Background: an optimization exercise with open tools, aiming at small area and a short achievable clock period. Do not read the settings as production practice.
RTL that was checked went through simulation tests only; none was proved equivalent to the original.
The RTL of runs 3 to 5 was laid out without a check of its function.
Power is estimated from default activity; no workload was simulated.

## flow/flow/run.sh

```bash
#!/bin/bash
# Layout flow: the standard synthesis and ORFS layout, with these changes to
# how the layout is made:
#  - the clock tree gets no dummy balancing loads;
#  - ports are buffered with buf_2 instead of the delay cell buffer_ports picks;
#  - timing repair may change a cell's footprint and aims for a setup margin,
#    so the design is pushed below the clock period it must meet.
# Each step's full output goes to its own log in this folder (and ORFS keeps
# its per-stage logs under orfs/logs).
set -euo pipefail
MARGIN=${MARGIN:-6.8}
bash standard.sh synth > log_synth.txt 2>&1
export BUFFER_PORTS_ARGS="-buffer_cell sky130_fd_sc_hd__buf_2"
# clock tree without the dummy loads CTS adds for balancing
export CTS_ARGS="-sink_clustering_enable -repair_clock_nets -dont_use_dummy_load -sink_clustering_size 16 -sink_clustering_max_diameter 60 -buf_list {sky130_fd_sc_hd__clkbuf_8} -root_buf sky130_fd_sc_hd__clkbuf_16"
for step in floorplan place cts route finish; do
  bash standard.sh MATCH_CELL_FOOTPRINT=0 SETUP_SLACK_MARGIN=$MARGIN $step > log_$step.txt 2>&1
done
test -s out/final.def
```

## flow/standard.sh

```bash
#!/bin/bash
# synth_recipe.tcl (not shown) runs the flow's synth.tcl, then flattens the netlist and writes it again
# the make line also repeats each setting of config.mk as NAME=value (left out here)
make -C /OpenROAD-flow-scripts/flow DESIGN_CONFIG=/design/flow/config.mk WORK_HOME=/design/flow/orfs CLKGATE_MAP_FILE= SYNTH_SCRIPT=/design/flow/synth_recipe.tcl "${@:-finish}"
```

## flow/config.mk

```make
export PLATFORM = sky130hd
export DESIGN_NAME = compressor_unit
export DESIGN_NICKNAME = compressor_unit
export VERILOG_FILES = /design/flow/design.v
export SDC_FILE = /design/flow/constraint.sdc
export NUM_CORES = 8
export LEC_CHECK = 0
export CAP_MARGIN = 20
export CORE_MARGIN = 2
export CORE_UTILIZATION = 40
export SLEW_MARGIN = 20
export SYNTH_HIERARCHICAL = 1
```

## flow/constraint.sdc

```tcl
create_clock -name core_clock -period 12.0 [get_ports {clock}]
set_input_delay 2.4000 -clock core_clock [delete_from_list [all_inputs] [get_ports {clock}]]
set_output_delay 2.4000 -clock core_clock [all_outputs]
set_load 0.01 [all_outputs]
```

## flow/design.v

```verilog
package cc_pkg;
    localparam int LINE_W     = 256;
    localparam int LINE_BYTES = LINE_W / 8;
    typedef logic [LINE_W-1:0] line_t;
    typedef enum logic [3:0] {
        ENC_ZEROS  = 4'd0,
        ENC_REP8   = 4'd1,
        ENC_B8D1   = 4'd2,
        ENC_B4D1   = 4'd3,
        ENC_B8D2   = 4'd4,
        ENC_B2D1   = 4'd5,
        ENC_B4D2   = 4'd6,
        ENC_B8D4   = 4'd7,
        ENC_UNCOMP = 4'd15
    } enc_e;
    localparam int B8D1_X = 8, B8D1_K = 1;
    localparam int B4D1_X = 4, B4D1_K = 1;
    localparam int B8D2_X = 8, B8D2_K = 2;
    localparam int B2D1_X = 2, B2D1_K = 1;
    localparam int B4D2_X = 4, B4D2_K = 2;
    localparam int B8D4_X = 8, B8D4_K = 4;
    localparam int B8D1_BITS = 96;
    localparam int B4D1_BITS = 96;
    localparam int B8D2_BITS = 128;
    localparam int B2D1_BITS = 144;
    localparam int B4D2_BITS = 160;
    localparam int B8D4_BITS = 192;
endpackage
import cc_pkg::*;
module bdi_sub #(
    parameter int N = 32
) (
    input  logic [N-1:0] a,
    input  logic [N-1:0] b,
    output logic [N-1:0] s,
    output logic [N:0]   c,
    output logic [N-1:0] p,
    output logic [N-1:0] g
);
    localparam int LV = (N <= 2) ? 1 : (N <= 4) ? 2 : (N <= 8) ? 3 : (N <= 16) ? 4 : (N <= 32) ? 5 : 6;
    logic [LV:0][N-1:0] gg, pp;
    assign p = ~(a ^ b);
    assign g = a & ~b;
    assign gg[0][0] = a[0] | ~b[0];
    assign pp[0][0] = 1'b0;
    for (genvar j = 1; j < N; j++) begin : g_init
        assign gg[0][j] = g[j];
        assign pp[0][j] = p[j];
    end
    for (genvar l = 0; l < LV; l++) begin : g_lvl
        for (genvar j = 0; j < N; j++) begin : g_bit
            if (((j >> l) & 1) == 1) begin : g_cmb
                localparam int K = ((j >> l) << l) - 1;
                assign gg[l+1][j] = gg[l][j] | (pp[l][j] & gg[l][K]);
                assign pp[l+1][j] = pp[l][j] & pp[l][K];
            end else begin : g_pass
                assign gg[l+1][j] = gg[l][j];
                assign pp[l+1][j] = pp[l][j];
            end
        end
    end
    assign c[0] = 1'b1;
    for (genvar j = 0; j < N; j++) begin : g_out
        assign c[j+1] = gg[LV][j];
        assign s[j]   = p[j] ^ c[j];
    end
endmodule
module bdi_sub_s #(
    parameter int N = 32
) (
    input  logic [N-1:0] a,
    input  logic [N-1:0] b,
    output logic [N-1:0] s,
    output logic         ctop       
);
    logic [N:0]   c;
    logic [N-1:0] p, g;
    localparam int LV = (N <= 2) ? 1 : (N <= 4) ? 2 : (N <= 8) ? 3 : (N <= 16) ? 4 : (N <= 32) ? 5 : 6;
    logic [LV:0][N-1:0] gg, pp;
    assign p = ~(a ^ b);
    assign g = a & ~b;
    assign gg[0][0] = a[0] | ~b[0];
    assign pp[0][0] = 1'b0;
    for (genvar j = 1; j < N; j++) begin : g_init
        assign gg[0][j] = g[j];
        assign pp[0][j] = p[j];
    end
    for (genvar l = 0; l < LV; l++) begin : g_lvl
        for (genvar j = 0; j < N; j++) begin : g_bit
            if (((j >> l) & 1) == 1) begin : g_cmb
                localparam int K = ((j >> l) << l) - 1;
                assign gg[l+1][j] = gg[l][j] | (pp[l][j] & gg[l][K]);
                assign pp[l+1][j] = pp[l][j] & pp[l][K];
            end else begin : g_pass
                assign gg[l+1][j] = gg[l][j];
                assign pp[l+1][j] = pp[l][j];
            end
        end
    end
    assign c[0] = 1'b1;
    for (genvar j = 0; j < N; j++) begin : g_out
        assign c[j+1] = gg[LV][j];
        assign s[j]   = p[j] ^ c[j];
    end
    assign ctop = c[N-1];
endmodule
module bdi_same #(
    parameter int L = 7,
    parameter int H = 15
) (
    input  logic [H:L] p,
    input  logic [H:L] g,
    output logic       zall,
    output logic       oall
);
    logic [H-1:L] zt, ot;
    for (genvar j = L; j < H; j++) begin : g_t
        assign zt[j] = ~(p[j+1] ^ (g[j] | p[j]));
        assign ot[j] = p[j+1] ^ g[j];
    end
    assign zall = &zt;
    assign oall = &ot;
endmodule
module bdi_step #(
    parameter int N   = 32,
    parameter bit INC = 1
) (
    input  logic [N-1:0] x,
    input  logic         en,
    output logic [N-1:0] y
);
    localparam int LV = (N <= 2) ? 1 : (N <= 4) ? 2 : (N <= 8) ? 3 : (N <= 16) ? 4 : (N <= 32) ? 5 : 6;
    logic [N-1:0] t;
    logic [LV:0][N-1:0] pa;
    assign t = INC ? x : ~x;
    assign pa[0] = t;
    for (genvar l = 0; l < LV; l++) begin : g_lvl
        for (genvar j = 0; j < N; j++) begin : g_bit
            if (((j >> l) & 1) == 1) begin : g_cmb
                assign pa[l+1][j] = pa[l][j] & pa[l][((j >> l) << l) - 1];
            end else begin : g_pass
                assign pa[l+1][j] = pa[l][j];
            end
        end
    end
    assign y[0] = x[0] ^ en;
    for (genvar j = 1; j < N; j++) begin : g_b
        assign y[j] = x[j] ^ (en & pa[LV][j-1]);
    end
endmodule
module bdi_hi_eq #(
    parameter int N = 32
) (
    input  logic [N-1:0] e_hi,
    input  logic [N-1:0] c0,
    input  logic [N-1:0] c1,
    output logic         eq0,
    output logic         eq1
);
    assign eq0 = (e_hi == c0);
    assign eq1 = (e_hi == c1);
endmodule
module bdi_front (
    input  logic [255:0] line,
    output logic [7:0]   fit,       
    output logic [95:0]  d8,        
    output logic [63:0]  d4,        
    output logic [63:0]  d2         
);
    logic [63:0] b8;
    logic [31:0] b4;
    logic [15:0] b2;
    assign b8 = line[63:0];
    assign b4 = line[31:0];
    assign b2 = line[15:0];
    logic [31:0] k8_0, k8_1;
    logic [15:0] k4_0, k4_1;
    logic [7:0]  k2_0, k2_1;
    bdi_step #(.N(32), .INC(0)) u_k80 (.x(b8[63:32]), .en(~b8[31]), .y(k8_0));
    bdi_step #(.N(32), .INC(1)) u_k81 (.x(b8[63:32]), .en(b8[31]),  .y(k8_1));
    bdi_step #(.N(16), .INC(0)) u_k40 (.x(b4[31:16]), .en(~b4[15]), .y(k4_0));
    bdi_step #(.N(16), .INC(1)) u_k41 (.x(b4[31:16]), .en(b4[15]),  .y(k4_1));
    bdi_step #(.N(8),  .INC(0)) u_k20 (.x(b2[15:8]),  .en(~b2[7]),  .y(k2_0));
    bdi_step #(.N(8),  .INC(1)) u_k21 (.x(b2[15:8]),  .en(b2[7]),   .y(k2_1));
    logic [3:0]  f8d1, f8d2, f8d4;
    logic [7:0]  f4d1, f4d2;
    logic [15:0] f2d1;
    logic [3:1]  z8;       
    assign f8d1[0] = 1'b1; assign f8d2[0] = 1'b1; assign f8d4[0] = 1'b1;
    assign f4d1[0] = 1'b1; assign f4d2[0] = 1'b1; assign f2d1[0] = 1'b1;
    for (genvar i = 1; i < 4; i++) begin : g8
        logic [63:0] e;
        logic [31:0] s, p, g;
        logic [32:0] c;
        logic        brw, hi, s7, s15, eq0, eq1, z7, o7, z15, o15;
        assign e = line[64*i +: 64];
        bdi_sub #(.N(32)) u_sub (.a(e[31:0]), .b(b8[31:0]), .s(s), .c(c), .p(p), .g(g));
        assign brw = ~((e[31] & b8[31]) | ((e[31] ^ b8[31]) & c[31]));
        bdi_hi_eq #(.N(32)) u_hi (.e_hi(e[63:32]), .c0(k8_0), .c1(k8_1), .eq0(eq0), .eq1(eq1));
        assign hi = brw ? eq1 : eq0;
        bdi_same #(.L(15), .H(31)) u_s15 (.p(p[31:15]), .g(g[31:15]), .zall(z15), .oall(o15));
        bdi_same #(.L(7),  .H(15)) u_s7  (.p(p[15:7]),  .g(g[15:7]),  .zall(z7),  .oall(o7));
        assign s15 = (c[15] ~^ p[15]) ? z15 : o15;
        assign s7  = (c[7] ~^ p[7]) ? z7 : o7;
        assign f8d4[i] = hi;
        assign f8d2[i] = hi & s15;
        assign f8d1[i] = hi & s15 & s7;
        assign f4d2[2*i] = s15;
        assign f4d1[2*i] = s15 & s7;
        assign f2d1[4*i] = s7;
        assign z8[i] = hi & (&p);
        assign d8[32*(i-1) +: 32] = s;
    end
    for (genvar i = 1; i < 8; i += 2) begin : g4
        logic [31:0] e;
        logic [15:0] s, p, g;
        logic [16:0] c;
        logic        brw, hi, s7, eq0, eq1, z7, o7;
        assign e = line[32*i +: 32];
        bdi_sub #(.N(16)) u_sub (.a(e[15:0]), .b(b4[15:0]), .s(s), .c(c), .p(p), .g(g));
        assign brw = ~((e[15] & b4[15]) | ((e[15] ^ b4[15]) & c[15]));
        bdi_hi_eq #(.N(16)) u_hi (.e_hi(e[31:16]), .c0(k4_0), .c1(k4_1), .eq0(eq0), .eq1(eq1));
        assign hi = brw ? eq1 : eq0;
        bdi_same #(.L(7), .H(15)) u_s7 (.p(p[15:7]), .g(g[15:7]), .zall(z7), .oall(o7));
        assign s7 = (c[7] ~^ p[7]) ? z7 : o7;
        assign f4d2[i] = hi;
        assign f4d1[i] = hi & s7;
        assign f2d1[2*i] = s7;
        assign d4[16*(i-1)/2 +: 16] = s;
    end
    for (genvar i = 1; i < 16; i += 2) begin : g2
        logic [15:0] e;
        logic [7:0]  s;
        logic        c7, brw, eq0, eq1;
        assign e = line[16*i +: 16];
        bdi_sub_s #(.N(8)) u_sub (.a(e[7:0]), .b(b2[7:0]), .s(s), .ctop(c7));
        assign brw = ~((e[7] & b2[7]) | ((e[7] ^ b2[7]) & c7));
        bdi_hi_eq #(.N(8)) u_hi (.e_hi(e[15:8]), .c0(k2_0), .c1(k2_1), .eq0(eq0), .eq1(eq1));
        assign f2d1[i] = brw ? eq1 : eq0;
        assign d2[8*(i-1)/2 +: 8] = s;
    end
    logic fit8d1, fit8d2, fit8d4, fit4d1, fit4d2, fit2d1, is_rep8, is_zero;
    assign fit8d1  = &f8d1;
    assign fit8d2  = &f8d2;
    assign fit8d4  = &f8d4;
    assign fit4d1  = &f4d1;
    assign fit4d2  = &f4d2;
    assign fit2d1  = &f2d1;
    assign is_rep8 = &z8;
    assign is_zero = is_rep8 & ~(|b8);
    assign fit = {is_zero, is_rep8, fit8d1, fit4d1, fit8d2, fit2d1, fit4d2, fit8d4};
endmodule
module bdi_decide (
    input  logic [7:0] fit,
    output logic [3:0] enc,
    output logic [8:0] sel        
);
    logic is_zero, is_rep8, fit8d1, fit4d1, fit8d2, fit2d1, fit4d2, fit8d4;
    assign {is_zero, is_rep8, fit8d1, fit4d1, fit8d2, fit2d1, fit4d2, fit8d4} = fit;
    logic s_rep8, s_8d1, s_4d1, s_8d2, s_2d1, s_4d2, s_8d4, s_unc;
    assign s_rep8 = is_rep8 & ~is_zero;
    assign s_8d1  = fit8d1 & ~is_rep8;
    assign s_4d1  = fit4d1 & ~fit8d1;
    assign s_8d2  = fit8d2 & ~fit8d1 & ~fit4d1;
    assign s_2d1  = fit2d1 & ~fit8d2 & ~fit4d1;
    assign s_4d2  = fit4d2 & ~fit4d1 & ~fit8d2 & ~fit2d1;
    assign s_8d4  = fit8d4 & ~fit4d2 & ~fit8d2 & ~fit2d1;
    assign s_unc  = ~fit8d4 & ~fit4d2 & ~fit2d1;
    assign enc[0] = s_rep8 | s_4d1 | s_2d1 | s_8d4 | s_unc;
    assign enc[1] = s_8d1 | s_4d1 | s_4d2 | s_8d4 | s_unc;
    assign enc[2] = s_8d2 | s_2d1 | s_4d2 | s_8d4 | s_unc;
    assign enc[3] = s_unc;
    assign sel = {s_2d1, s_4d1, s_4d2, s_8d1, s_8d2, s_8d4,
                  s_unc,
                  ~(s_4d1 | s_4d2 | s_2d1),
                  ~s_2d1};
endmodule
module bdi_payload (
    input  logic [255:0] line,
    input  logic [8:0]   sel,
    input  logic [95:0]  d8,
    input  logic [63:0]  d4,
    input  logic [63:0]  d2,
    output logic [255:0] payload
);
    logic s_8d4, s_8d2, s_8d1, s_4d2, s_4d1, s_2d1, k_hi, k_mid, k_lo;
    assign {s_2d1, s_4d1, s_4d2, s_8d1, s_8d2, s_8d4, k_hi, k_mid, k_lo} = sel;
    logic [3:0][31:0]  e8;
    logic [7:0][15:0]  e4;
    logic [15:0][7:0]  e2;
    assign e8[0] = '0;
    for (genvar i = 1; i < 4; i++) begin : g8
        assign e8[i] = d8[32*(i-1) +: 32];
    end
    assign e4[0] = '0;
    for (genvar i = 1; i < 8; i++) begin : g4
        if (i % 2 == 1) begin : g_odd
            assign e4[i] = d4[16*(i-1)/2 +: 16];
        end else begin : g_even
            assign e4[i] = e8[i/2][15:0];
        end
    end
    assign e2[0] = '0;
    for (genvar i = 1; i < 16; i++) begin : g2
        if (i % 2 == 1) begin : g_odd
            assign e2[i] = d2[8*(i-1)/2 +: 8];
        end else begin : g_even
            assign e2[i] = e4[i/2][7:0];
        end
    end
    logic [255:0] p8d1, p8d2, p8d4, p4d1, p4d2, p2d1;
    always_comb begin
        p8d1 = '0; p8d2 = '0; p8d4 = '0; p4d1 = '0; p4d2 = '0; p2d1 = '0;
        for (int i = 0; i < 4; i++) begin
            p8d1[64 + 8*i  +: 8]  = e8[i][7:0];
            p8d2[64 + 16*i +: 16] = e8[i][15:0];
            p8d4[64 + 32*i +: 32] = e8[i];
        end
        for (int i = 0; i < 8; i++) begin
            p4d1[32 + 8*i  +: 8]  = e4[i][7:0];
            p4d2[32 + 16*i +: 16] = e4[i];
        end
        for (int i = 0; i < 16; i++) begin
            p2d1[16 + 8*i +: 8] = e2[i];
        end
    end
    for (genvar j = 0; j < 256; j++) begin : g_bit
        logic keep;
        if (j < 16) begin : g_a
            assign keep = 1'b1;
        end else if (j < 32) begin : g_b
            assign keep = k_lo;
        end else if (j < 64) begin : g_c
            assign keep = k_mid;
        end else begin : g_d
            assign keep = k_hi;
        end
        assign payload[j] = (keep & line[j])
                          | (s_8d1 & p8d1[j]) | (s_8d2 & p8d2[j]) | (s_8d4 & p8d4[j])
                          | (s_4d1 & p4d1[j]) | (s_4d2 & p4d2[j]) | (s_2d1 & p2d1[j]);
    end
endmodule
import cc_pkg::*;
module compressor_unit
(
    input  logic              clock,
    input  logic              reset_n,
    input  logic [LINE_W-1:0] UnCompressedCache,
    output logic [LINE_W-1:0] CompressedCache,
    output logic [3:0]        Encoding,
    output logic [LINE_W-1:0] DeCompressedCache
);
    logic [7:0]    w_fit;
    logic [3:0]    w_enc;
    logic [8:0]    w_sel;
    logic [95:0]   w_d8;
    logic [63:0]   w_d4;
    logic [63:0]   w_d2;
    cc_pkg::line_t r_line;
    logic [7:0]    r_fit;
    logic [95:0]   r_d8;
    logic [63:0]   r_d4;
    logic [63:0]   r_d2;
    cc_pkg::line_t r_decomp;
    bdi_front u_front (
        .line (UnCompressedCache),
        .fit  (w_fit),
        .d8   (w_d8),
        .d4   (w_d4),
        .d2   (w_d2)
    );
    always_ff @(posedge clock or negedge reset_n) begin
        if (!reset_n) begin
            r_line   <= '0;
            r_fit    <= '1;      
            r_decomp <= '0;
        end else begin
            r_line   <= UnCompressedCache;
            r_fit    <= w_fit;
            r_decomp <= r_line;
        end
    end
    always_ff @(posedge clock) begin
        r_d8 <= w_d8;
        r_d4 <= w_d4;
        r_d2 <= w_d2;
    end
    bdi_decide u_decide (
        .fit (r_fit),
        .enc (w_enc),
        .sel (w_sel)
    );
    bdi_payload u_payload (
        .line    (r_line),
        .sel     (w_sel),
        .d8      (r_d8),
        .d4      (r_d4),
        .d2      (r_d2),
        .payload (CompressedCache)
    );
    assign Encoding          = w_enc;
    assign DeCompressedCache = r_decomp;
endmodule
```

==> notes.md, run 1 <==
DP Cell Count 5962; Final Setup Violations 0; max-slew violation count 0; Die Footprint 106000 sq um; Worst Skew approximately 0.056 ns; mapped cell area 41370 sq um; synthesized instance count just under 4000; count of filler cells inserted in the layout 9769; Post-Layout Inst Area 50070 sq um; die width 325.6 microns; CP cell instances buf_16 > or4b_4 > or3_4 > nor4_4 > xor2_2 > xnor2_1 > nand4_1 > nor4_2 > mux2i_1 > or4_4 > nor4_4; Max stage delay on crit path approximately 0.6 ns; most frequent CP cell nor4_4; Finished Layout Cells 6154; DR vias/cell ~5.9; syn_nets ~4400; DP Area 46730 sq um; unrepaired setup endpoints after global routing yes; Worst-Margin Slew between 1 and 1.5 ns; Synth Warn # 8; Worst setup SP type input pin; Area Overhead vs Synth 21.02%; Avg Inst Size Synth between 10 and 15 sq um; CTS tree done; worst hold path class reg2reg; Max-slew headroom 0.2105; CTS clk-pin slew, worst paths ~0.090 ns; P per Cell Area about 120 nW/um^2; CTS Buf Count 75; CTS max path bufs 3; number of global-route vias before repair ~35000; status complete, no violations; port buffer count 773; Final Hold Fails 0; leakage 23.16 nW; fin nets approximately 5300; Max Cap Viol 0; layout cells sized above 1 0.2661; Sequential Area about 18000 sq um; Core Area slightly above 100000 sq um; initial antenna violation count 18; TNS Setup 0 ns; crit path kind in2reg; CP Capture Type flop; detailed placement HPWL roughly 140000 microns; # IOs 774; die height ~330 microns; DR iter-0 viols ~4900; gpl congestion about 1; Crit path arrival time between 5 and 6 ns; minimum clock period approximately 5.3 ns; GRT Overall Usage 0.3547; footprint of the multi-input gates 22600 sq um; Crit path required time between 10 and 15 ns; first-pass GRT wire length 266500 microns; final WL between 150000 and 200000 microns; post-route clock period utilization 0.4443; Avg WL per Cell approximately 32 microns; worst skew pair latency between 0.6 and 0.7 ns; DRT antenna net count 0; starting density of the core 0.4049; Remaining DRCs 0; Rows approximately 120; PnR Total Power between 6 and 7 mW; H-tree levels 3; Max Clk Rate about 190 MHz; Worst R2R Setup Slack around 11 ns; worst vdd ir a little over 80 uV; CTS Sinks roughly 740; critical-path maximum fanout 5; CP max-delay cell or4_4; Root Driver clkbuf_16; largest net degree at the start of global routing around 170; grt ovf 0; Pre-antenna DRT Iters 7; Vias between 30000 and 40000; # hold bufs at CTS 0
[cell usage in the layout (no fill, tap or decap), types with 22 or more instances in the layout]
| cell type | count |
|---|---|
| ha_2 | 27 |
| ha_1 | 196 |
| dfrtp_1 | 512 |
| nor2_1 | 119 |
| dfxtp_1 | 224 |
| nand2_1 | 156 |
| and2_1 | 81 |
| buf_2 | 752 |
| clkbuf_8 | 67 |
| clkbuf_16 | 22 |
| o22ai_1 | 27 |
| a21oi_1 | 55 |
| o21ai_0 | 76 |
| fa_1 | 52 |
| nor4_2 | 28 |
| nor3_1 | 52 |
| buf_4 | 103 |
| xor2_1 | 470 |
| xnor2_1 | 330 |
| mux2i_1 | 25 |
| a222oi_1 | 64 |
| a22o_1 | 48 |
| o21a_1 | 52 |
| nand3_1 | 47 |
| nor4_1 | 82 |
| inv_1 | 341 |
| a22oi_1 | 128 |
| a21o_1 | 65 |
| nand4_1 | 156 |
| o211ai_1 | 30 |
[through the flow]
| stage | util | setup WS, ns | hold slack (ns) |
|---|---|---|---|
| after global routing | 0.4898 | 6.670 | 0.3314 |
| after CTS | 0.4779 | 6.726 | 0.3234 |
| final | 0.4900 | 6.669 | 0.3256 |
| after floorplan | - | 6.486 | 0.3461 |
| after global placement | 0.4573 | 5.444 | 0.3489 |
| after detailed placement | 0.4574 | 5.403 | 0.3521 |
[critical path, delay by kind of cell]
family	cells	cell delay, ns
multiplexers	1	0.12
buffers and inverters	1	0.13
XOR/XNOR	2	0.56
AND/OR/NAND/NOR	7	2.62
[registers in the layout, summed over array words and instances, names as in the netlist]
signal and cells:
r_fit 8, r_line 256, r_d4 64, r_d2 64, r_decomp 256, r_d8 96
[metal layers]
layer | track usage | part of all wire | wire length (microns) | vias up
met4 | 0.1778 | 0.058 | 11430 | 6
met3 | 0.09031 | 0.11 | 21760 | 507
li1 | - | - | - | 15420
met1 | 0.4716 | 0.39 | 77320 | 17970
met5 | 0 | 0.00020 | 40 | -
met2 | 0.5355 | 0.44 | 86370 | 2440
[final timing paths]
| kind | from | to | cells after the start |
|---|---|---|---|
| worst max-delay path | UnCompressedCache[17] | r_fit[4] | 11 |
| worst min-delay path | r_line[198] | r_decomp[198] | 0 |
| worst max register to register | r_line[110] | r_decomp[110] | 0 |
| worst min register to register | r_line[198] | r_decomp[198] | 0 |
| max in group asynchronous | reset_n | r_line[45] | 3 |
| min in group asynchronous | reset_n | r_decomp[24] | 1 |
[layout make-up]
cell class / count / share of cell area
clock buffer: 75 / 0.02264
timing repair buffer: 918 / 0.1144
multi-input combinational: 2687 / 0.4514
tap: 1368 / 0.03419
sequential: 744 / 0.3497
inverter: 352 / 0.02701
timing repair inverter: 1 / 0.0002249
antenna: 9 / 0.0004498
[power breakdown]
part	total, mW	switching (mW)	leakage [nW]	internal, mW
combinational	1.55	0.975	14.6	0.577
clock	1.49	0.865	0.585	0.625
sequential	2.98	0.233	7.94	2.74
[what timing repair did]
| item | 4_1_cts | 5_1_grt |
|---|---|---|
| hold endpoints to repair | 0 | 0 |
| endpoints found under the setup margin | 178 | 31 |
| pin swaps | 22 | 34 |
| resized for setup | 165 | 100 |
| cloned | 7 | 11 |
| setup buffers | 29 | 61 |
==> inputs of run 2 (changes only) <==
--- a/flow/flow/run.sh
+++ b/flow/flow/run.sh
@@ -8,7 +8,7 @@
 # Each step's full output goes to its own log in this folder (and ORFS keeps
 # its per-stage logs under orfs/logs).
 set -euo pipefail
-MARGIN=${MARGIN:-6.8}
+MARGIN=${MARGIN:-7.0}
 bash standard.sh synth > log_synth.txt 2>&1
 export BUFFER_PORTS_ARGS="-buffer_cell sky130_fd_sc_hd__buf_2"
 # clock tree without the dummy loads CTS adds for balancing
==> notes.md, run 2 <==
Avg WL per Cell 32.59 microns (+1.8%); top flop regs r_decomp x256, r_line x256, r_d8 x96; minimum clock period 5.370 ns (+0.03893 ns); r2r worst-path depth 0 (unchanged); sw frac 0.3458 (+0.001351); port buffer count 773 (unchanged); Max-slew headroom 0.2429 (+0.03239); H-tree levels 3 (unchanged); Worst-Margin Slew 1.132 ns (-0.04842 ns); largest net degree at the start of global routing 159 (-4.8%); Final Setup Violations 0 (unchanged); CTS clk-pin slew, worst paths 0.09 ns (about the same); logic gate share of total power 0.260 (+0.002); CTS tree done; starting density of the core 0.4049 (unchanged); DRT antenna net count 0 (unchanged); Remaining DRCs 0 (unchanged); Synth Warn # 8 (unchanged); Core Area 102200 sq um (unchanged); max-slew violation count 0 (unchanged); Rows 117 (unchanged); Vias 36790 (+1.2%); critical-path maximum fanout 7 (+2); Max Cap Viol 0 (unchanged); Die Footprint 106000 sq um (unchanged); most common cell after layout, fill and taps aside buf_2; # IOs 774 (unchanged); Area Overhead vs Synth 23.00%; most frequent cells in the layout buf_2 (719), dfrtp_1 (512), xor2_1 (466), inv_1 (341), xnor2_1 (327); PnR Total Power 6.019 mW (about the same); Avg Inst Size Synth 10.62 sq um (unchanged); Pre-antenna DRT Iters 9 (+2); CTS Buf Count 73 (-2.7%); grt ovf 0 (unchanged); P per Cell Area 118.3 nW/um^2 (-1.6%); Max Clk Rate 186.2 MHz (-0.72%); DR vias/cell 5.966 (+1.0%); crit path kind reg2out; initial antenna violation count 16 (-2); CP Capture Type primary output; CTS max path bufs 3 (unchanged); Worst setup SP type flop; clock share of power 0.244 (-0.004); worst skew pair latency 0.60 ns (about the same); leakage 23.42 nW (+1.1%); net switching power 2.081 mW (+0.40%); Int Pwr 3.937 mW (-0.20%); GRT Overall Usage 0.3644 (+0.009705); synthesized instance count 3896 (unchanged); die width 325.6 microns (unchanged); Root Driver clkbuf_16; final WL 201000 microns (+2.1%); worst hold path class reg2reg; post-route clock period utilization 0.4475 (+0.003244); Crit path arrival time 2.97 ns (-2.89 ns); Hold Path Stages 0 (unchanged); DR iter-0 viols 5025 (+1.6%); CTS Sinks 744 (unchanged); DP Area 46720 sq um (about the same); unrepaired setup endpoints after global routing yes; gpl congestion 0.9908 (-0.25%); first-pass GRT wire length 272300 microns (+2.2%); mapped cell area 41370 sq um (unchanged); sequential power share 0.496 (about the same); status complete, no violations; layout cells sized above 1 0.2783 (+0.01220); worst vdd ir 94.85 uV (+16%); hold_ws 0.3169 ns (-0.008677 ns); number of global-route vias before repair 34890 (+1.1%); Worst Skew 0.05395 ns (-0.002092 ns); Post-Layout Inst Area 50890 sq um (+1.6%); fin nets 5334 (+0.32%); Crit path required time 9.60 ns (-2.93 ns); detailed placement HPWL 144200 microns (+0.34%); syn_nets 4434 (unchanged); TNS Setup 0 ns (unchanged); Final Hold Fails 0 (unchanged); die height 325.6 microns (unchanged)
## run 2: final timing paths
| path | to | startpoint | slack [ns] |
|---|---|---|---|
| max | CompressedCache[110] | r_fit[3] | 6.63 |
| min | r_decomp[28] | r_line[28] | 0.32 |
| min in group asynchronous | r_decomp[24] | reset_n | 1.85 |
| max reg2reg | r_decomp[105] | r_line[105] | 11.24 |
| max in group asynchronous | r_line[14] | reset_n | 7.91 |
| min reg2reg | r_decomp[28] | r_line[28] | 0.32 |
## run 2: layout make-up
cell class / count / area [sq um]
Timing Repair inverter: 1 / 8.758
Tap cell: 1368 / 1712
Fill cell: 9693 / 51290
Inverter: 352 / 1349
Clock buffer: 73 / 1106
Sequential cell: 744 / 17510
Antenna cell: 5 / 12.51
Timing Repair Buffer: 937 / 6311
Multi-Input combinational cell: 2687 / 22880
## run 2: critical path, cell delays in order (launching register included)
cell,delay [ns]
dfstp_2,0.55
or3b_4,0.22
clkinv_8,0.12
buf_16,0.16
a222oi_1,0.88
nand2_1,0.22
buf_2,0.21
## run 2: through the flow
stage,worst slack [ns],cells,util
floorplan,6.486,3896,-
global placement,5.444,5956,0.4572
detailed placement,5.419,5956,0.4572
CTS,6.770,6124,0.4877
global route,6.629,6162,0.4979
finish,6.630,6167,0.4980
## run 2: power groups by stage
stage	registers (mW)	clock network [mW]	logic (mW)
6_report	2.99	1.47	1.57
5_1_grt	2.99	1.58	1.65
4_1_cts	2.96	1.49	1.51
3_5_place_dp	3.01	0	1.46
3_3_place_gp	3.01	0	1.45
2_1_floorplan	2.90	0	0.818
## run 2: per-layer routing
layer / routed length (microns) / global-route usage / vias up
li1: - / - / 15480
met1: 79310 / 0.4837 / 18360
met2: 87650 / 0.5551 / 2382
met3: 21070 / 0.08068 / 560
met4: 12890 / 0.1934 / 8
met5: 42 / 0 / -
## run 2: timing repair
action / CTS / global route
buffers inserted: 76 / 29
hold endpoints to repair: 0 / 0
pin swaps: 62 / 92
setup endpoints to repair: 160 / 78
hold buffers: 0 / 0
cloned: 19 / 9
resized for setup: 290 / 142
==> inputs of run 3 (changes only) <==
--- a/flow/design.v
+++ b/flow/design.v
@@ -251,12 +251,12 @@
     assign fit = {is_zero, is_rep8, fit8d1, fit4d1, fit8d2, fit2d1, fit4d2, fit8d4};
 endmodule
 module bdi_decide (
-    input  logic [7:0] fit,
+    input  logic [7:0] nfit,      
     output logic [3:0] enc,
     output logic [8:0] sel        
 );
     logic is_zero, is_rep8, fit8d1, fit4d1, fit8d2, fit2d1, fit4d2, fit8d4;
-    assign {is_zero, is_rep8, fit8d1, fit4d1, fit8d2, fit2d1, fit4d2, fit8d4} = fit;
+    assign {is_zero, is_rep8, fit8d1, fit4d1, fit8d2, fit2d1, fit4d2, fit8d4} = ~nfit;
     logic s_rep8, s_8d1, s_4d1, s_8d2, s_2d1, s_4d2, s_8d4, s_unc;
     assign s_rep8 = is_rep8 & ~is_zero;
     assign s_8d1  = fit8d1 & ~is_rep8;
@@ -357,7 +357,7 @@
     logic [63:0]   w_d4;
     logic [63:0]   w_d2;
     cc_pkg::line_t r_line;
-    logic [7:0]    r_fit;
+    logic [7:0]    r_nfit;    
     logic [95:0]   r_d8;
     logic [63:0]   r_d4;
     logic [63:0]   r_d2;
@@ -372,11 +372,11 @@
     always_ff @(posedge clock or negedge reset_n) begin
         if (!reset_n) begin
             r_line   <= '0;
-            r_fit    <= '1;      
+            r_nfit   <= '0;      
             r_decomp <= '0;
         end else begin
             r_line   <= UnCompressedCache;
-            r_fit    <= w_fit;
+            r_nfit   <= ~w_fit;
             r_decomp <= r_line;
         end
     end
@@ -386,7 +386,7 @@
         r_d2 <= w_d2;
     end
     bdi_decide u_decide (
-        .fit (r_fit),
+        .nfit (r_nfit),
         .enc (w_enc),
         .sel (w_sel)
     );
--- a/flow/flow/run.sh
+++ b/flow/flow/run.sh
@@ -8,7 +8,7 @@
 # Each step's full output goes to its own log in this folder (and ORFS keeps
 # its per-stage logs under orfs/logs).
 set -euo pipefail
-MARGIN=${MARGIN:-7.0}
+MARGIN=${MARGIN:-6.8}
 bash standard.sh synth > log_synth.txt 2>&1
 export BUFFER_PORTS_ARGS="-buffer_cell sky130_fd_sc_hd__buf_2"
 # clock tree without the dummy loads CTS adds for balancing
==> notes.md, run 3 <==
Post-Layout Inst Area 50420 sq um (-0.91%); count of filler cells inserted in the layout 9846 (+1.6%); net switching power 2.106 mW (+1.2%); Core Area 103100 sq um (+0.86%); TNS Setup 0 ns (unchanged); grt ovf 0 (unchanged); mapped cell area 41390 sq um (about the same); Crit path required time 12.50 ns (+2.90 ns); DR iter-0 viols 5378 (+7.0%); Final Setup Violations 0 (unchanged); P per Cell Area 120.8 nW/um^2 (+2.2%); max-slew violation count 0 (unchanged); minimum clock period 5.414 ns (+0.04312 ns); Max Clk Rate 184.7 MHz (-0.80%); number of global-route vias before repair 35060 (+0.48%); leakage 23.33 nW (-0.39%); RR Endpoint r_decomp[11]; starting density of the core 0.4016 (-0.003225); synthesized instance count 3896 (unchanged); syn_nets 4434 (unchanged); Max-slew headroom 0.2378 (-0.005134); Worst-Margin Slew 1.139 ns (+0.007674 ns); CTS Buf Count 80 (+9.6%); DR vias/cell 5.936 (-0.50%); logic gate share of total power 0.256 (-0.004); DRT antenna net count 0 (unchanged); Sequential Area 17500 sq um (about the same); top flop regs r_decomp x256, r_line x256, r_d8 x96; DP Area 46840 sq um (+0.26%); sequential power share 0.488 (-0.008); critical hold path startpoint r_line[228]; largest net degree at the start of global routing 155 (-2.5%); crit path kind in2reg; final core occ 0.4893 (-0.008725); detailed placement HPWL 146000 microns (+1.2%); port buffer count 773 (unchanged); Worst R2R Setup Slack 11.30 ns (+0.06 ns); clock share of power 0.256 (+0.012); # hold bufs at CTS 0 (unchanged); GRT Overall Usage 0.3661 (+0.001691); gpl congestion 1.013 (+2.3%); most common cell after layout, fill and taps aside buf_2; critical-path maximum fanout 6 (-1); layout cells sized above 1 0.2723 (-0.006012); die width 325.7 microns (about the same); Max Cap Viol 0 (unchanged); RR Startpoint r_line[11]; Crit path arrival time 5.92 ns (+2.95 ns); CTS Sinks 744 (unchanged); worst skew pair latency 0.65 ns (+0.05 ns); # IOs 774 (unchanged); status complete, no violations; Final Hold Fails 0 (unchanged); Rows 118 (+0.85%); Worst Skew 0.05789 ns (+0.003944 ns); Int Pwr 3.988 mW (+1.3%); Area Overhead vs Synth 21.82%; unrepaired setup endpoints after global routing yes; CP Capture Type flop; sw frac 0.3456 (about the same); Pre-antenna DRT Iters 9 (unchanged); Avg WL per Cell 32.71 microns (+0.38%); H-tree levels 3 (unchanged); CTS clk-pin slew, worst paths 0.10 ns (about the same); Die Footprint 106100 sq um (about the same); Vias 36630 (-0.44%); most frequent cells in the layout buf_2 (744), dfrtp_1 (516), xor2_1 (463), inv_1 (347), xnor2_1 (326); worst vdd ir 105.4 uV (+11%); Avg Inst Size Synth 10.62 sq um (about the same); r2r worst-path depth 0 (unchanged); Synth Warn # 8 (unchanged); post-route clock period utilization 0.4511 (+0.003593); CTS tree done; crit path from UnCompressedCache[0]; CTS max path bufs 3 (unchanged); first-pass GRT wire length 273500 microns (+0.44%); Setup crit end r_nfit[7]; final WL 201800 microns (+0.44%); fin nets 5326 (-0.15%); PnR Total Power 6.093 mW (+1.2%); die height 325.7 microns (about the same); Worst setup SP type input pin; initial antenna violation count 29 (+13); worst hold path class reg2reg; Remaining DRCs 0 (unchanged); footprint of the multi-input gates 22880 sq um (about the same); Root Driver clkbuf_16
[run 3: cell type report]
type                       count  area share
tap                         1380     0.03424
sequential                   744      0.3471
timing repair buffer         920      0.1130
clock buffer                  80     0.02385
timing repair inverter         1   0.0001737
multi-input combinational   2681      0.4537
inverter                     360     0.02769
antenna                        5   0.0002481
[run 3: how the worst min path moves through the flow]
stage,endpoint,slack [ns],cells after the start
5_1_grt,r_decomp[228],0.30,0
3_3_place_gp,r_decomp[192],0.35,0
4_1_cts,r_decomp[228],0.30,0
2_1_floorplan,r_decomp[16],0.35,0
3_5_place_dp,r_decomp[192],0.35,0
6_report,r_decomp[228],0.30,0
[run 3: critical path, cell delays in order]
cell and delay (ns):
buf_6 0.08, buf_12 0.15, ha_4 0.14, inv_1 0.04, fa_2 0.37, a211oi_4 0.27, nor3_2 0.10, o21ai_2 0.29
a31oi_4 0.16, o211a_1 0.25, o41a_1 0.35, or2_4 0.26, a21oi_4 0.22, mux2i_1 0.10, or3_4 0.48, nor4_4 0.15
inv_1 0.06
[run 3: power groups by stage]
| stage | logic [mW] | registers [mW] | clock network, mW |
|---|---|---|---|
| 4_1_cts | 1.49 | 2.96 | 1.59 |
| 3_3_place_gp | 1.45 | 3.01 | 0 |
| 3_5_place_dp | 1.45 | 3.01 | 0 |
| 6_report | 1.56 | 2.97 | 1.56 |
| 2_1_floorplan | 0.816 | 2.90 | 0 |
| 5_1_grt | 1.65 | 2.98 | 1.68 |
[run 3: what timing repair did]
action,in CTS,in global routing
endpoints found under the hold margin,0,0
setup endpoints to repair,169,22
buffers inserted,48,42
gates resized for setup,197,124
pin swaps,40,31
cloned,14,2
[run 3: stage by stage]
step	worst slack (ns)	cells	hold WS, ns
finish	6.586	6171	0.3014
global route	6.521	6168	0.2998
global placement	4.909	5980	0.3492
detailed placement	4.907	5980	0.3526
floorplan	6.408	3896	0.3461
CTS	6.684	6122	0.3050
[run 3: routing by layer]
| layer | global-route usage | share of wire | up-vias |
|---|---|---|---|
| met4 | 0.1783 | 0.054 | 22 |
| met3 | 0.09560 | 0.11 | 525 |
| met2 | 0.5536 | 0.44 | 2537 |
| met1 | 0.4866 | 0.39 | 18110 |
| met5 | 0 | 0.00063 | - |
| li1 | - | - | 15440 |
==> inputs of run 4 (changes only) <==
--- a/flow/design.v
+++ b/flow/design.v
@@ -160,6 +160,28 @@
     assign eq0 = (e_hi == c0);
     assign eq1 = (e_hi == c1);
 endmodule
+module bdi_hi_near #(
+    parameter int N = 32
+) (
+    input  logic [N-1:0] e_hi,
+    input  logic [N-1:0] b_hi,
+    output logic         x0,
+    output logic         zt,
+    output logic         ztp
+);
+    logic [N-1:0] x, y, yp;
+    logic [N-1:1] t, tp;
+    assign x  = ~(e_hi ^ b_hi);
+    assign y  = e_hi | ~b_hi;
+    assign yp = b_hi | ~e_hi;
+    for (genvar j = 1; j < N; j++) begin : g_t
+        assign t[j]  = ~(x[j] ^ y[j-1]);
+        assign tp[j] = ~(x[j] ^ yp[j-1]);
+    end
+    assign x0  = x[0];
+    assign zt  = &t;
+    assign ztp = &tp;
+endmodule
 module bdi_front (
     input  logic [255:0] line,
     output logic [7:0]   fit,       
@@ -174,12 +196,9 @@
     assign b4 = line[31:0];
     assign b2 = line[15:0];
     logic [31:0] k8_0, k8_1;
-    logic [15:0] k4_0, k4_1;
     logic [7:0]  k2_0, k2_1;
     bdi_step #(.N(32), .INC(0)) u_k80 (.x(b8[63:32]), .en(~b8[31]), .y(k8_0));
     bdi_step #(.N(32), .INC(1)) u_k81 (.x(b8[63:32]), .en(b8[31]),  .y(k8_1));
-    bdi_step #(.N(16), .INC(0)) u_k40 (.x(b4[31:16]), .en(~b4[15]), .y(k4_0));
-    bdi_step #(.N(16), .INC(1)) u_k41 (.x(b4[31:16]), .en(b4[15]),  .y(k4_1));
     bdi_step #(.N(8),  .INC(0)) u_k20 (.x(b2[15:8]),  .en(~b2[7]),  .y(k2_0));
     bdi_step #(.N(8),  .INC(1)) u_k21 (.x(b2[15:8]),  .en(b2[7]),   .y(k2_1));
     logic [3:0]  f8d1, f8d2, f8d4;
@@ -215,12 +234,12 @@
         logic [31:0] e;
         logic [15:0] s, p, g;
         logic [16:0] c;
-        logic        brw, hi, s7, eq0, eq1, z7, o7;
+        logic        brw, hi, s7, x0, zt, ztp, z7, o7;
         assign e = line[32*i +: 32];
         bdi_sub #(.N(16)) u_sub (.a(e[15:0]), .b(b4[15:0]), .s(s), .c(c), .p(p), .g(g));
         assign brw = ~((e[15] & b4[15]) | ((e[15] ^ b4[15]) & c[15]));
-        bdi_hi_eq #(.N(16)) u_hi (.e_hi(e[31:16]), .c0(k4_0), .c1(k4_1), .eq0(eq0), .eq1(eq1));
-        assign hi = brw ? eq1 : eq0;
+        bdi_hi_near #(.N(16)) u_hi (.e_hi(e[31:16]), .b_hi(b4[31:16]), .x0(x0), .zt(zt), .ztp(ztp));
+        assign hi = (brw ^ b4[15]) ? (x0 & zt) : (b4[15] ? (~x0 & zt) : (~x0 & ztp));
         bdi_same #(.L(7), .H(15)) u_s7 (.p(p[15:7]), .g(g[15:7]), .zall(z7), .oall(o7));
         assign s7 = (c[7] ~^ p[7]) ? z7 : o7;
         assign f4d2[i] = hi;
==> notes.md, run 4 <==
die width 332.8 microns (+2.2%); # IOs 774 (unchanged); top flop regs r_decomp x256, r_line x256, r_d8 x96; max-slew violation count 0 (unchanged); DR vias/cell 5.856 (-1.3%); gpl congestion 0.9968 (-1.6%); unrepaired setup endpoints after global routing yes; DRT antenna net count 0 (unchanged); final WL 211800 microns (+4.9%); first-pass GRT wire length 287300 microns (+5.0%); most common cell after layout, fill and taps aside buf_2; Worst-Margin Slew 1.222 ns (+0.08263 ns); die height 332.8 microns (+2.2%); Worst setup SP type flop; Rows 120 (+1.7%); fin nets 5662 (+6.3%); final setup margin 6.730 ns (+0.1436 ns); Crit path required time 9.60 ns (-2.90 ns); synthesized instance count 4114 (+5.6%); mapped cell area 43230 sq um (+4.4%); # hold bufs at CTS 0 (unchanged); Crit path arrival time 2.87 ns (-3.05 ns); syn_nets 4770 (+7.6%); GRT Overall Usage 0.3718 (+0.005769); crit path kind reg2out; Max-slew headroom 0.1778 (-0.06002); Core Area 107200 sq um (+4.0%); grt ovf 0 (unchanged); Area Overhead vs Synth 20.65%; worst vdd ir 93.04 uV (-12%); Die Footprint 110700 sq um (+4.4%); Vias 37560 (+2.5%); CTS clk-pin slew, worst paths 0.08 ns (-0.02 ns); CTS max path bufs 3 (unchanged); Sequential Area 17510 sq um (about the same); Hold Path Stages 0 (unchanged); starting density of the core 0.4033 (+0.001612); r2r worst-path depth 0 (unchanged); Avg WL per Cell 33.02 microns (+0.95%); Worst Skew 0.06113 ns (+0.003236 ns); largest net degree at the start of global routing 151 (-2.6%); leakage 25.20 nW (+8.1%); Final Setup Violations 0 (unchanged); Avg Inst Size Synth 10.51 sq um (-1.1%); Max Cap Viol 0 (unchanged); CP Capture Type primary output; H-tree levels 3 (unchanged); worst hold path class reg2reg; footprint of the multi-input gates 24240 sq um (+6.0%); status complete, no violations; CTS Buf Count 79 (-1.3%); most frequent cells in the layout buf_2 (741), xor2_1 (565), dfrtp_1 (515), inv_1 (459), ha_1 (316); Synth Warn # 8 (unchanged); worst skew pair latency 0.68 ns (+0.03 ns); CTS Sinks 744 (unchanged); Max Clk Rate 189.8 MHz (+2.7%); Pre-antenna DRT Iters 10 (+1); TNS Setup 0 ns (unchanged); minimum clock period 5.270 ns (-0.1436 ns); P per Cell Area 117.6 nW/um^2 (-2.7%); post-route clock period utilization 0.4392 (-0.01197); CTS tree done; detailed placement HPWL 155200 microns (+6.3%); port buffer count 773 (unchanged); Final Hold Fails 0 (unchanged); DP Worst Slack 5.353 ns (+0.4461 ns); layout cells sized above 1 0.2602 (-0.01206); DR iter-0 viols 4477 (-17%); PnR Total Power 6.132 mW (+0.63%); count of filler cells inserted in the layout 10210 (+3.6%); Remaining DRCs 0 (unchanged); Root Driver clkbuf_16; number of global-route vias before repair 35850 (+2.3%); critical-path maximum fanout 7 (+1); initial antenna violation count 37 (+28%)
[run 4: worst paths after layout]
kind                                  start                  end  slack, ns
worst max-delay path              r_nfit[2]  CompressedCache[96]       6.73
worst min-delay path            r_line[225]        r_decomp[225]       0.31
worst max register to register  r_line[103]        r_decomp[103]      11.21
worst min register to register  r_line[225]        r_decomp[225]       0.31
max in group asynchronous           reset_n           r_line[80]       8.02
min in group asynchronous           reset_n          r_line[226]       1.78
[run 4: report_power, final]
part / switching, mW / internal (mW) / total [mW]
sequential: 0.212 / 2.74 / 2.95
combinational: 1.03 / 0.607 / 1.63
clock: 0.892 / 0.654 / 1.55
[run 4: repair_timing]
| item | in CTS | in global routing |
|---|---|---|
| gates cloned | 11 | 0 |
| setup buffers | 48 | 48 |
| endpoints found under the setup margin | 236 | 20 |
| resized for setup | 174 | 135 |
| pin swaps | 39 | 54 |
[run 4: critical path: stages (launching register included)]
cell and delay (ns):
dfrtp_2 0.38, nand3b_1 0.20, buf_12 0.19, clkinv_16 0.08
buf_16 0.15, a222oi_1 0.81, nand2_1 0.20, buf_2 0.21
[run 4: final cells by class]
type	count	area share
Timing Repair Buffer	917	0.1071
Clock buffer	79	0.02279
Tap cell	1403	0.03366
Inverter	475	0.03543
Multi-Input combinational cell	2787	0.4647
Sequential cell	744	0.3356
Antenna cell	6	0.0002879
Timing Repair inverter	2	0.0003838
[run 4: routing by layer]
metal / GRT usage / part of all wire
met5: 0 / 0.00037
met1: 0.4954 / 0.41
met3: 0.08320 / 0.095
met4: 0.1984 / 0.061
met2: 0.5629 / 0.43
[run 4: metrics by stage]
stage / std cells / hold WS (ns) / area [sq um] / utilization
3_5_place_dp: 6221 / 0.3521 / 48690 / 0.4542
2_1_floorplan: 4114 / 0.3461 / 43360 / -
5_1_grt: 6409 / 0.3223 / 52150 / 0.4864
3_3_place_gp: 6221 / 0.3492 / 48670 / 0.4540
4_1_cts: 6359 / 0.3148 / 51140 / 0.4770
6_report: 6413 / 0.3092 / 52160 / 0.4865
==> inputs of run 5 (changes only) <==
--- a/flow/design.v
+++ b/flow/design.v
@@ -37,7 +37,7 @@
     output logic [N-1:0] p,
     output logic [N-1:0] g
 );
-    localparam int LV = (N <= 2) ? 1 : (N <= 4) ? 2 : (N <= 8) ? 3 : (N <= 16) ? 4 : (N <= 32) ? 5 : 6;
+    localparam int LV = $clog2(N);
     logic [LV:0][N-1:0] gg, pp;
     assign p = ~(a ^ b);
     assign g = a & ~b;
@@ -65,45 +65,6 @@
         assign s[j]   = p[j] ^ c[j];
     end
 endmodule
-module bdi_sub_s #(
-    parameter int N = 32
-) (
-    input  logic [N-1:0] a,
-    input  logic [N-1:0] b,
-    output logic [N-1:0] s,
-    output logic         ctop       
-);
-    logic [N:0]   c;
-    logic [N-1:0] p, g;
-    localparam int LV = (N <= 2) ? 1 : (N <= 4) ? 2 : (N <= 8) ? 3 : (N <= 16) ? 4 : (N <= 32) ? 5 : 6;
-    logic [LV:0][N-1:0] gg, pp;
-    assign p = ~(a ^ b);
-    assign g = a & ~b;
-    assign gg[0][0] = a[0] | ~b[0];
-    assign pp[0][0] = 1'b0;
-    for (genvar j = 1; j < N; j++) begin : g_init
-        assign gg[0][j] = g[j];
-        assign pp[0][j] = p[j];
-    end
-    for (genvar l = 0; l < LV; l++) begin : g_lvl
-        for (genvar j = 0; j < N; j++) begin : g_bit
-            if (((j >> l) & 1) == 1) begin : g_cmb
-                localparam int K = ((j >> l) << l) - 1;
-                assign gg[l+1][j] = gg[l][j] | (pp[l][j] & gg[l][K]);
-                assign pp[l+1][j] = pp[l][j] & pp[l][K];
-            end else begin : g_pass
-                assign gg[l+1][j] = gg[l][j];
-                assign pp[l+1][j] = pp[l][j];
-            end
-        end
-    end
-    assign c[0] = 1'b1;
-    for (genvar j = 0; j < N; j++) begin : g_out
-        assign c[j+1] = gg[LV][j];
-        assign s[j]   = p[j] ^ c[j];
-    end
-    assign ctop = c[N-1];
-endmodule
 module bdi_same #(
     parameter int L = 7,
     parameter int H = 15
@@ -129,7 +90,7 @@
     input  logic         en,
     output logic [N-1:0] y
 );
-    localparam int LV = (N <= 2) ? 1 : (N <= 4) ? 2 : (N <= 8) ? 3 : (N <= 16) ? 4 : (N <= 32) ? 5 : 6;
+    localparam int LV = $clog2(N);
     logic [N-1:0] t;
     logic [LV:0][N-1:0] pa;
     assign t = INC ? x : ~x;
@@ -148,18 +109,6 @@
         assign y[j] = x[j] ^ (en & pa[LV][j-1]);
     end
 endmodule
-module bdi_hi_eq #(
-    parameter int N = 32
-) (
-    input  logic [N-1:0] e_hi,
-    input  logic [N-1:0] c0,
-    input  logic [N-1:0] c1,
-    output logic         eq0,
-    output logic         eq1
-);
-    assign eq0 = (e_hi == c0);
-    assign eq1 = (e_hi == c1);
-endmodule
 module bdi_hi_near #(
     parameter int N = 32
 ) (
@@ -182,9 +131,22 @@
     assign zt  = &t;
     assign ztp = &tp;
 endmodule
+module bdi_hi_eq #(
+    parameter int N = 32
+) (
+    input  logic [N-1:0] e_hi,
+    input  logic [N-1:0] c0,
+    input  logic [N-1:0] c1,
+    output logic         eq0,
+    output logic         eq1
+);
+    assign eq0 = (e_hi == c0);
+    assign eq1 = (e_hi == c1);
+endmodule
 module bdi_front (
     input  logic [255:0] line,
-    output logic [7:0]   fit,       
+    output logic [3:0]   enc,
+    output logic [8:0]   sel,       
     output logic [95:0]  d8,        
     output logic [63:0]  d4,        
     output logic [63:0]  d2         
@@ -195,10 +157,7 @@
     assign b8 = line[63:0];
     assign b4 = line[31:0];
     assign b2 = line[15:0];
-    logic [31:0] k8_0, k8_1;
     logic [7:0]  k2_0, k2_1;
-    bdi_step #(.N(32), .INC(0)) u_k80 (.x(b8[63:32]), .en(~b8[31]), .y(k8_0));
-    bdi_step #(.N(32), .INC(1)) u_k81 (.x(b8[63:32]), .en(b8[31]),  .y(k8_1));
     bdi_step #(.N(8),  .INC(0)) u_k20 (.x(b2[15:8]),  .en(~b2[7]),  .y(k2_0));
     bdi_step #(.N(8),  .INC(1)) u_k21 (.x(b2[15:8]),  .en(b2[7]),   .y(k2_1));
     logic [3:0]  f8d1, f8d2, f8d4;
@@ -211,12 +170,12 @@
         logic [63:0] e;
         logic [31:0] s, p, g;
         logic [32:0] c;
-        logic        brw, hi, s7, s15, eq0, eq1, z7, o7, z15, o15;
+        logic        brw, hi, s7, s15, x0, zt, ztp, z7, o7, z15, o15;
         assign e = line[64*i +: 64];
         bdi_sub #(.N(32)) u_sub (.a(e[31:0]), .b(b8[31:0]), .s(s), .c(c), .p(p), .g(g));
         assign brw = ~((e[31] & b8[31]) | ((e[31] ^ b8[31]) & c[31]));
-        bdi_hi_eq #(.N(32)) u_hi (.e_hi(e[63:32]), .c0(k8_0), .c1(k8_1), .eq0(eq0), .eq1(eq1));
-        assign hi = brw ? eq1 : eq0;
+        bdi_hi_near #(.N(32)) u_hi (.e_hi(e[63:32]), .b_hi(b8[63:32]), .x0(x0), .zt(zt), .ztp(ztp));
+        assign hi = (brw ^ b8[31]) ? (x0 & zt) : (b8[31] ? (~x0 & zt) : (~x0 & ztp));
         bdi_same #(.L(15), .H(31)) u_s15 (.p(p[31:15]), .g(g[31:15]), .zall(z15), .oall(o15));
         bdi_same #(.L(7),  .H(15)) u_s7  (.p(p[15:7]),  .g(g[15:7]),  .zall(z7),  .oall(o7));
         assign s15 = (c[15] ~^ p[15]) ? z15 : o15;
@@ -249,11 +208,12 @@
     end
     for (genvar i = 1; i < 16; i += 2) begin : g2
         logic [15:0] e;
-        logic [7:0]  s;
-        logic        c7, brw, eq0, eq1;
+        logic [7:0]  s, p, g;
+        logic [8:0]  c;
+        logic        brw, eq0, eq1;
         assign e = line[16*i +: 16];
-        bdi_sub_s #(.N(8)) u_sub (.a(e[7:0]), .b(b2[7:0]), .s(s), .ctop(c7));
-        assign brw = ~((e[7] & b2[7]) | ((e[7] ^ b2[7]) & c7));
+        bdi_sub #(.N(8)) u_sub (.a(e[7:0]), .b(b2[7:0]), .s(s), .c(c), .p(p), .g(g));
+        assign brw = ~((e[7] & b2[7]) | ((e[7] ^ b2[7]) & c[7]));
         bdi_hi_eq #(.N(8)) u_hi (.e_hi(e[15:8]), .c0(k2_0), .c1(k2_1), .eq0(eq0), .eq1(eq1));
         assign f2d1[i] = brw ? eq1 : eq0;
         assign d2[8*(i-1)/2 +: 8] = s;
@@ -267,15 +227,6 @@
     assign fit2d1  = &f2d1;
     assign is_rep8 = &z8;
     assign is_zero = is_rep8 & ~(|b8);
-    assign fit = {is_zero, is_rep8, fit8d1, fit4d1, fit8d2, fit2d1, fit4d2, fit8d4};
-endmodule
-module bdi_decide (
-    input  logic [7:0] nfit,      
-    output logic [3:0] enc,
-    output logic [8:0] sel        
-);
-    logic is_zero, is_rep8, fit8d1, fit4d1, fit8d2, fit2d1, fit4d2, fit8d4;
-    assign {is_zero, is_rep8, fit8d1, fit4d1, fit8d2, fit2d1, fit4d2, fit8d4} = ~nfit;
     logic s_rep8, s_8d1, s_4d1, s_8d2, s_2d1, s_4d2, s_8d4, s_unc;
     assign s_rep8 = is_rep8 & ~is_zero;
     assign s_8d1  = fit8d1 & ~is_rep8;
@@ -369,21 +320,22 @@
     output logic [3:0]        Encoding,
     output logic [LINE_W-1:0] DeCompressedCache
 );
-    logic [7:0]    w_fit;
     logic [3:0]    w_enc;
     logic [8:0]    w_sel;
     logic [95:0]   w_d8;
     logic [63:0]   w_d4;
     logic [63:0]   w_d2;
     cc_pkg::line_t r_line;
-    logic [7:0]    r_nfit;    
+    logic [3:0]    r_enc;
+    logic [8:0]    r_sel;
     logic [95:0]   r_d8;
     logic [63:0]   r_d4;
     logic [63:0]   r_d2;
     cc_pkg::line_t r_decomp;
     bdi_front u_front (
         .line (UnCompressedCache),
-        .fit  (w_fit),
+        .enc  (w_enc),
+        .sel  (w_sel),
         .d8   (w_d8),
         .d4   (w_d4),
         .d2   (w_d2)
@@ -391,11 +343,13 @@
     always_ff @(posedge clock or negedge reset_n) begin
         if (!reset_n) begin
             r_line   <= '0;
-            r_nfit   <= '0;      
+            r_enc    <= 4'd0;
+            r_sel    <= '0;
             r_decomp <= '0;
         end else begin
             r_line   <= UnCompressedCache;
-            r_nfit   <= ~w_fit;
+            r_enc    <= w_enc;
+            r_sel    <= w_sel;
             r_decomp <= r_line;
         end
     end
@@ -404,19 +358,14 @@
         r_d4 <= w_d4;
         r_d2 <= w_d2;
     end
-    bdi_decide u_decide (
-        .nfit (r_nfit),
-        .enc (w_enc),
-        .sel (w_sel)
-    );
     bdi_payload u_payload (
         .line    (r_line),
-        .sel     (w_sel),
+        .sel     (r_sel),
         .d8      (r_d8),
         .d4      (r_d4),
         .d2      (r_d2),
         .payload (CompressedCache)
     );
-    assign Encoding          = w_enc;
+    assign Encoding          = r_enc;
     assign DeCompressedCache = r_decomp;
 endmodule
==> flow/flow/run.sh (replaced) <==
#!/bin/bash
# Layout flow: the standard synthesis and ORFS layout, with two changes to
# how the layout is made:
#  - ports are buffered with buf_2 instead of the delay cell buffer_ports picks;
#  - timing repair may change a cell's footprint and aims for a setup margin,
#    so the design is pushed below the clock period it must meet.
# Each step's full output goes to its own log in this folder (and ORFS keeps
# its per-stage logs under orfs/logs).
set -euo pipefail
MARGIN=${MARGIN:-7.5}
bash standard.sh synth > log_synth.txt 2>&1
export BUFFER_PORTS_ARGS="-buffer_cell sky130_fd_sc_hd__buf_2"
for step in floorplan place cts route finish; do
  bash standard.sh MATCH_CELL_FOOTPRINT=0 SETUP_SLACK_MARGIN=$MARGIN $step > log_$step.txt 2>&1
done
test -s out/final.def
==> notes.md, run 5 <==
met1 usage 0.4721 (-0.02328); Worst Skew 0.02857 ns (-0.03256 ns); busiest grt layer met2; TNS Setup 0 ns (unchanged); port buffer count 773 (unchanged); Synth Warn # 8 (unchanged); CTS tree done; Core Area 112800 sq um (+5.2%); Final Hold Fails 0 (unchanged); RR Startpoint r_line[122]; # IOs 774 (unchanged); status complete, no violations; Crit path arrival time 6.08 ns (+3.21 ns); DR iter-0 viols 5073 (+13%); layout cells sized above 1 0.2717 (+0.01146); final setup margin 6.532 ns (-0.1982 ns); Max stage delay on crit path 0.47 ns (-0.34 ns); Die Footprint 116800 sq um (+5.5%); H-tree levels 3 (unchanged); Vias 39980 (+6.5%); worst skew pair latency 0.68 ns (about the same); met3 global-route usage 0.09161 (+0.008414); most common cell after layout, fill and taps aside inv_1; Max Cap Viol 0 (unchanged); P per Cell Area 128.9 nW/um^2 (+9.6%); Remaining DRCs 0 (unchanged); kind of cell adding the most delay to the critical path compound AO/OA/AOI/OAI gates; Rows 123 (+2.5%); Root Driver clkbuf_16; GRT Overall Usage 0.3662 (-0.005600); DR vias/cell 5.782 (-1.3%); crit path from UnCompressedCache[15]; post-route clock period utilization 0.4557 (+0.01651); Worst setup SP type input pin; gpl congestion 0.9643 (-3.3%); CTS Sinks 749 (+0.67%); leakage 28.75 nW (+14%); DP Worst Slack 5.193 ns (-0.1603 ns); CP max-delay cell ha_1; # hold bufs at CTS 0 (unchanged); DRT antenna net count 0 (unchanged); mapped cell area 45640 sq um (+5.6%); Worst path depth 16 (+9); max-slew violation count 0 (unchanged); fin nets 6181 (+9.2%); critical hold path startpoint r_line[33]; Area Overhead vs Synth 27.18%; worst vdd ir 113.5 uV (+22%); Hold Path Stages 0 (unchanged); die height 341.8 microns (+2.7%); most frequent cells in the layout inv_1 (694), buf_2 (657), dfrtp_1 (519), ha_1 (499), xor2_1 (395); synthesized instance count 4403 (+7.0%); starting density of the core 0.4046 (+0.001296); Final Setup Violations 0 (unchanged); final WL 221200 microns (+4.5%); crit path kind in2reg; CTS clk-pin slew, worst paths 0.06 ns (-0.02 ns); met2 Use GR 0.5639 (+0.001017); detailed placement HPWL 156300 microns (+0.71%); CP bufs+invs 3 (-1); first-pass GRT wire length 298400 microns (+3.9%); grt ovf 0 (unchanged); minimum clock period 5.468 ns (+0.1982 ns); syn_nets 5251 (+10%); CTS max path bufs 3 (unchanged); Avg WL per Cell 31.99 microns (-3.1%); Crit path required time 12.61 ns (+3.01 ns); worst hold path class reg2reg; Worst-Margin Slew 1.202 ns (-0.02027 ns); CP Capture Type flop; largest net degree at the start of global routing 152 (+0.66%); initial antenna violation count 35 (-5.4%); CP cell instances buf_2 > buf_12 > inv_1 > ha_1 > nand3_1 > a2bb2oi_4 > a31oi_4 > o211a_1 > o41a_1 > or2_1 > a21oi_2 > a311oi_1 > a2111o_1 > nor2_4 > and3b_1 > a31oi_1; die width 341.8 microns (+2.7%); top flop regs r_decomp x256, r_line x256, r_d8 x96; critical-path maximum fanout 27 (+20); Worst R2R Setup Slack 11.23 ns (+0.02 ns); Max-slew headroom 0.1961 (+0.01831); Avg Inst Size Synth 10.36 sq um (-1.4%); unrepaired setup endpoints after global routing yes; Max Clk Rate 182.9 MHz (-3.6%); PnR Total Power 7.479 mW (+22%); Pre-antenna DRT Iters 8 (-2); CTS Buf Count 83 (+5.1%); number of global-route vias before repair 38170 (+6.5%); r2r worst-path depth 0 (unchanged)
run 5: worst paths after layout:
check,endpoint
worst max-delay path,r_enc[0]
worst min-delay path,r_decomp[33]
worst max register to register,r_decomp[122]
worst min register to register,r_decomp[33]
max in group asynchronous,r_decomp[113]
min in group asynchronous,r_decomp[252]
run 5: repair_timing:
item / CTS / global route
pin swaps: 165 / 64
buffers inserted: 73 / 20
gates resized for setup: 408 / 159
setup endpoints to repair: 251 / 242
cloned: 36 / 8
run 5: stage by stage:
stage / cells / instance area [sq um] / util / hold WS [ns]
2_1_floorplan: 4403 / 45730 / - / 0.3461
3_3_place_gp: 6611 / 51190 / 0.4538 / 0.3497
3_5_place_dp: 6611 / 51190 / 0.4538 / 0.3523
4_1_cts: 6876 / 56970 / 0.5050 / 0.3478
5_1_grt: 6905 / 58020 / 0.5143 / 0.3638
6_report: 6914 / 58040 / 0.5145 / 0.3569
run 5: report_power, final:
part / internal [mW] / switching, mW
sequential: 2.76 / 0.249
clock: 1.50 / 1.15
combinational: 0.694 / 1.12
total: 4.96 / 2.52
run 5: area by class of cell:
cell class                 count  area [sq um]
antenna                       10         25.02
clock buffer                 116          2342
clock inverter                40         485.5
fill                       10330         54770
inverter                     707          2679
multi-input combinational   2846         25730
sequential                   749         17640
tap                         1500          1877
timing repair buffer         946          7259
run 5: metal layers:
| metal | routed length, microns | vias up |
|---|---|---|
| met1 | 86440 | 19810 |
| met2 | 97110 | 2493 |
| met4 | 14280 | 20 |
| met3 | 23220 | 664 |
| li1 | - | 17000 |
| met5 | 132 | - |

## what the ideal ports hide
No port has a modelled driver above. Below, the same layouts with a new extraction and two added sets of constraints. Step 1, drivers: a clkbuf_16 drives clock and a buf_2 each remaining input, both assumed. Step 2 times the ports against the registers' clock, not the clock port: input delays grow and output delays shrink by t, the midpoint of the rising clock arrivals with the driver on. a / b / c = no drivers / after step 1 / after step 2; a / b = the first two.
run	t, ns	setup WS [ns]	cell pins on the clock port's net
run 1	0.683	6.668 / 6.619 / 5.936	1
run 2	0.676	6.630 / 6.558 / 6.019	1
run 3	0.698	6.586 / 6.624 / 5.926	1
run 4	0.701	6.730 / 6.657 / 6.076	1
run 5	0.755	6.532 / 6.563 / 5.808	1
After both steps every run listed still meets setup and hold. The setup slack of run 1, which loses most, moves by -0.049 ns with the drivers and by -0.732 ns with both steps.
